What follows belongs to an exercise in optimizing a design on an open flow for small area, a short achievable clock period and few clock cycles per item; a production flow would make more cautious choices. The RTL was checked by simulation tests, not by an equivalence proof against the original design. No activity file was given, so power comes from the tool's default toggle rates.

==> v7: inputs <==
==> flow/design.v (excerpt) <==
module keyed_entry_table_with_aging_unit #(
    parameter int ENTRIES       = 16,
    parameter int PAYLOAD_WIDTH = 64,
    parameter int JOINT_WIDTH   = 64,
    parameter int TIME_WIDTH    = 12
) (
    input  logic                     i_clk,
    input  logic                     i_rst_n,
    input  logic                     i_in_valid,
    output logic                     o_in_stall,
    input  logic [1:0]               i_req_type,
    input  logic [keta_pkg::KEY_W-1:0]         i_net_id,
    input  logic                     i_has_payload,
    input  logic                     i_in_game,
    input  logic [PAYLOAD_WIDTH-1:0] i_payload,
    input  logic [JOINT_WIDTH-1:0]   i_joint_data,
    output logic                     o_out_valid,
    input  logic                     i_out_stall,
    output logic [2:0]               o_status,
    output logic [keta_pkg::SLOT_W-1:0]        o_slot,
    output logic                     o_out_in_game,
    output logic [PAYLOAD_WIDTH-1:0] o_out_payload,
    output logic [JOINT_WIDTH-1:0]   o_out_joint,
    output logic [keta_pkg::COUNT_W-1:0]       o_expired_count,
    input  logic                     i_cfg_valid,
    output logic                     o_cfg_ready,
    input  logic [keta_pkg::CFG_W-1:0]         i_cfg_data
);
Settings: LEC_CHECK=0, ABC_AREA=1, ABC_CLOCK_PERIOD_IN_PS=2500, CAP_MARGIN=20, CORE_MARGIN=2, CORE_UTILIZATION=55, CTS_CLUSTER_DIAMETER=80, CTS_CLUSTER_SIZE=20, SETUP_SLACK_MARGIN=5.0, SLEW_MARGIN=20, TNS_END_PERCENT=0; clock period 8.0 ns.
standard.sh (not shown) runs the stock make flow with config.mk's settings and CLKGATE_MAP_FILE= SYNTH_SCRIPT=/design/flow/synth_recipe.tcl, a recipe that flattens the netlist after the stock synthesis.
==> flow/flow/run.sh <==
#!/bin/bash
# The standard layout (standard.sh: standard synthesis through final), with one change:
# the port buffers that global placement inserts are plain buffers (buf_4) instead of the
# delay buffers buffer_ports picks by default. Every port still gets its buffer.
set -euo pipefail
bash standard.sh "BUFFER_PORTS_ARGS=-buffer_cell sky130_fd_sc_hd__buf_4" finish > standard_flow.log 2>&1
==> inputs of v9, as changes to v7 <==
--- a/flow/design.v
+++ b/flow/design.v
@@ -151,10 +151,11 @@
     logic                     r_q_valid;     
     t_res                     r_q;
     logic [ENTRIES-1:0]       r_q_rsel;      
     logic                     r_in_stall;
     logic w_accept, w_upd, w_jnt, w_lkp, w_tick, w_take, w_load_o, w_load_q;
+    logic w_o_new, w_o_fromq, w_o_hold;
     logic [ENTRIES-1:0] w_hit, w_free, w_key_we, w_ent_we, w_pl_we, w_jt_we;
     logic [ENTRIES-1:0] w_ge, w_rsel, w_sel, w_old_tick, w_old_keep;
     logic               w_any_hit, w_any_free;
     logic [IDX_W-1:0]   w_hit_idx, w_free_idx, w_slot;
     logic [TW-1:0]      w_thr;
@@ -305,11 +306,11 @@
                 r_age[i]  <= inc(r_age[i]);
             end
             r_old[i] <= w_ent_we[i] ? r_to_zero : (w_tick ? w_old_tick[i] : w_old_keep[i]);
         end
     end
-    assign w_sel = w_rsel | (r_q_rsel & {ENTRIES{r_q_valid}});
+    assign w_sel = (w_rsel & {ENTRIES{w_o_new}}) | (r_q_rsel & {ENTRIES{w_o_fromq}});
     keta_ram #(
         .DEPTH (ENTRIES),
         .WIDTH (PAYLOAD_WIDTH)
     ) u_payload_ram (
         .i_clk   (i_clk),
@@ -351,12 +352,15 @@
                 w_res.status  = keta_pkg::STS_TICK_DONE;
                 w_res.count   = count16(r_valid & r_old);
             end
         endcase
     end
-    assign w_take   = r_out_valid && !i_out_stall;
-    assign w_load_o = r_q_valid ? w_take : (w_accept && (!r_out_valid || !i_out_stall));
+    assign w_take    = r_out_valid && !i_out_stall;
+    assign w_o_new   = !r_q_valid && w_accept && (!r_out_valid || !i_out_stall);
+    assign w_o_fromq = r_q_valid && w_take;
+    assign w_load_o  = w_o_new || w_o_fromq;
+    assign w_o_hold  = r_out_valid && !w_load_o;
     assign w_load_q = !r_q_valid && w_accept && r_out_valid && i_out_stall;
     always_ff @(posedge i_clk) begin
         if (!i_rst_n) begin
             r_out_valid <= 1'b0;
             r_q_valid   <= 1'b0;
@@ -374,15 +378,15 @@
             end
             r_in_stall <= w_load_q || (r_q_valid && !w_take) || i_cfg_valid;
         end
     end
     always_ff @(posedge i_clk) begin
-        if (w_load_o) begin
-            r_o         <= r_q_valid ? r_q : w_res;
-            r_o_payload <= w_pl_rdata;
-            r_o_joint   <= w_jt_rdata;
-        end
+        r_o         <= (w_o_new ? w_res : '0) | (w_o_fromq ? r_q : '0) | (w_o_hold ? r_o : '0);
+        r_o_payload <= w_pl_rdata | (r_o_payload & {PAYLOAD_WIDTH{w_o_hold}});
+        r_o_joint   <= w_jt_rdata | (r_o_joint & {JOINT_WIDTH{w_o_hold}});
+    end
+    always_ff @(posedge i_clk) begin
         if (w_load_q) begin
             r_q      <= w_res;
             r_q_rsel <= w_rsel;
         end
     end
--- a/flow/config.mk
+++ b/flow/config.mk
@@ -7,11 +7,11 @@
 export LEC_CHECK = 0
 export ABC_AREA = 1
 export ABC_CLOCK_PERIOD_IN_PS = 2500
 export CAP_MARGIN = 20
 export CORE_MARGIN = 2
-export CORE_UTILIZATION = 55
+export CORE_UTILIZATION = 65
 export CTS_CLUSTER_DIAMETER = 80
 export CTS_CLUSTER_SIZE = 20
 export SETUP_SLACK_MARGIN = 5.0
 export SLEW_MARGIN = 20
 export TNS_END_PERCENT = 0
==> comparison table <==
| quantity | v7 | v9 |
|---|---|---|
| Initial standard-cell utilization of the core | 55.3% | 65.4% |
| Floorplan die width | 452 um | 417 um |
| Placed Instances | 11692 | 11855 |
| M3 GR Usage | 5.33% | 8.26% |
| Post-CTS Setup Inserts | 145 | 118 |
| Share of the final layout cell area in sequential cells | 63.8% | 62.7% |
| Final Non-Filler Cells | 12132 | 12374 |
| Run status | no timing/DRC/antenna violations | no timing/DRC/antenna violations |
| Distinct cell type count after synthesis | 61 | 60 |
| Vias in the first global route | 69053 | 72107 |
| Max Fanout on Critical Path | 15 | 33 |
| Largest net degree at the start of global routing | 82 | 65 |
| Worst setup startpoint | i_net_id[1] | i_net_id[2] |
| Fraction of power consumed by combinational cells | 7.4% | 5.8% |
| Total via count in the routed design | 73559 | 77479 |
| Fmax | 0.287 GHz | 0.286 GHz |
| VDD IR-drop max | 243 uV | 226 uV |
| Layout Skew | 40.3 ps | 33.7 ps |
| Required time at the worst-slack endpoint | 8560 ps | 8490 ps |
| Fraction of the mapped netlist area in compound gates | 5.36% | 4.35% |
| Mux contribution to synthesized area | 0.0544% | 0.0361% |
| Total clock buffers created by CTS | 166 | 160 |
| Global routing usage on met2 | 50.9% | 59.8% |
| Share of the final layout cell area in multi-input gates | 22.4% | 24.0% |
Testbench counts of v7, summed over its fixed seeds: cycles 4,816, items 4,800.
Testbench counts of v9, summed over its fixed seeds: cycles 4,816, items 4,800.

## separate check: timing with driven ports
Ports are ideal in the flow. The routed layouts listed here were re-timed in OpenROAD.
Step 1: set_driving_cell puts a clkbuf_16 on i_clk and a buf_2 on each other input, an assumption about the parent block.
Step 2 times the ports against the registers' clock, not the clock port: input delays grow and output delays shrink by t, the midpoint of the rising clock arrivals with the driver on.
Slacks: ideal ports / drivers / drivers and shift; pairs: ideal ports / drivers.
run	t, ns	slack for setup (ns)	hold WS [ns]	latest minus earliest clock arrival (ns)
v7	0.945	4.512 / 4.465 / 3.521	0.470 / 0.470 / 0.470	0.040 / 0.041
v9	0.935	4.504 / 4.476 / 3.541	0.460 / 0.460 / 0.460	0.034 / 0.034
After both steps every run listed still meets setup and hold. The setup slack of v7, which loses most, moves by -0.047 ns with the drivers and by -0.991 ns with both steps.
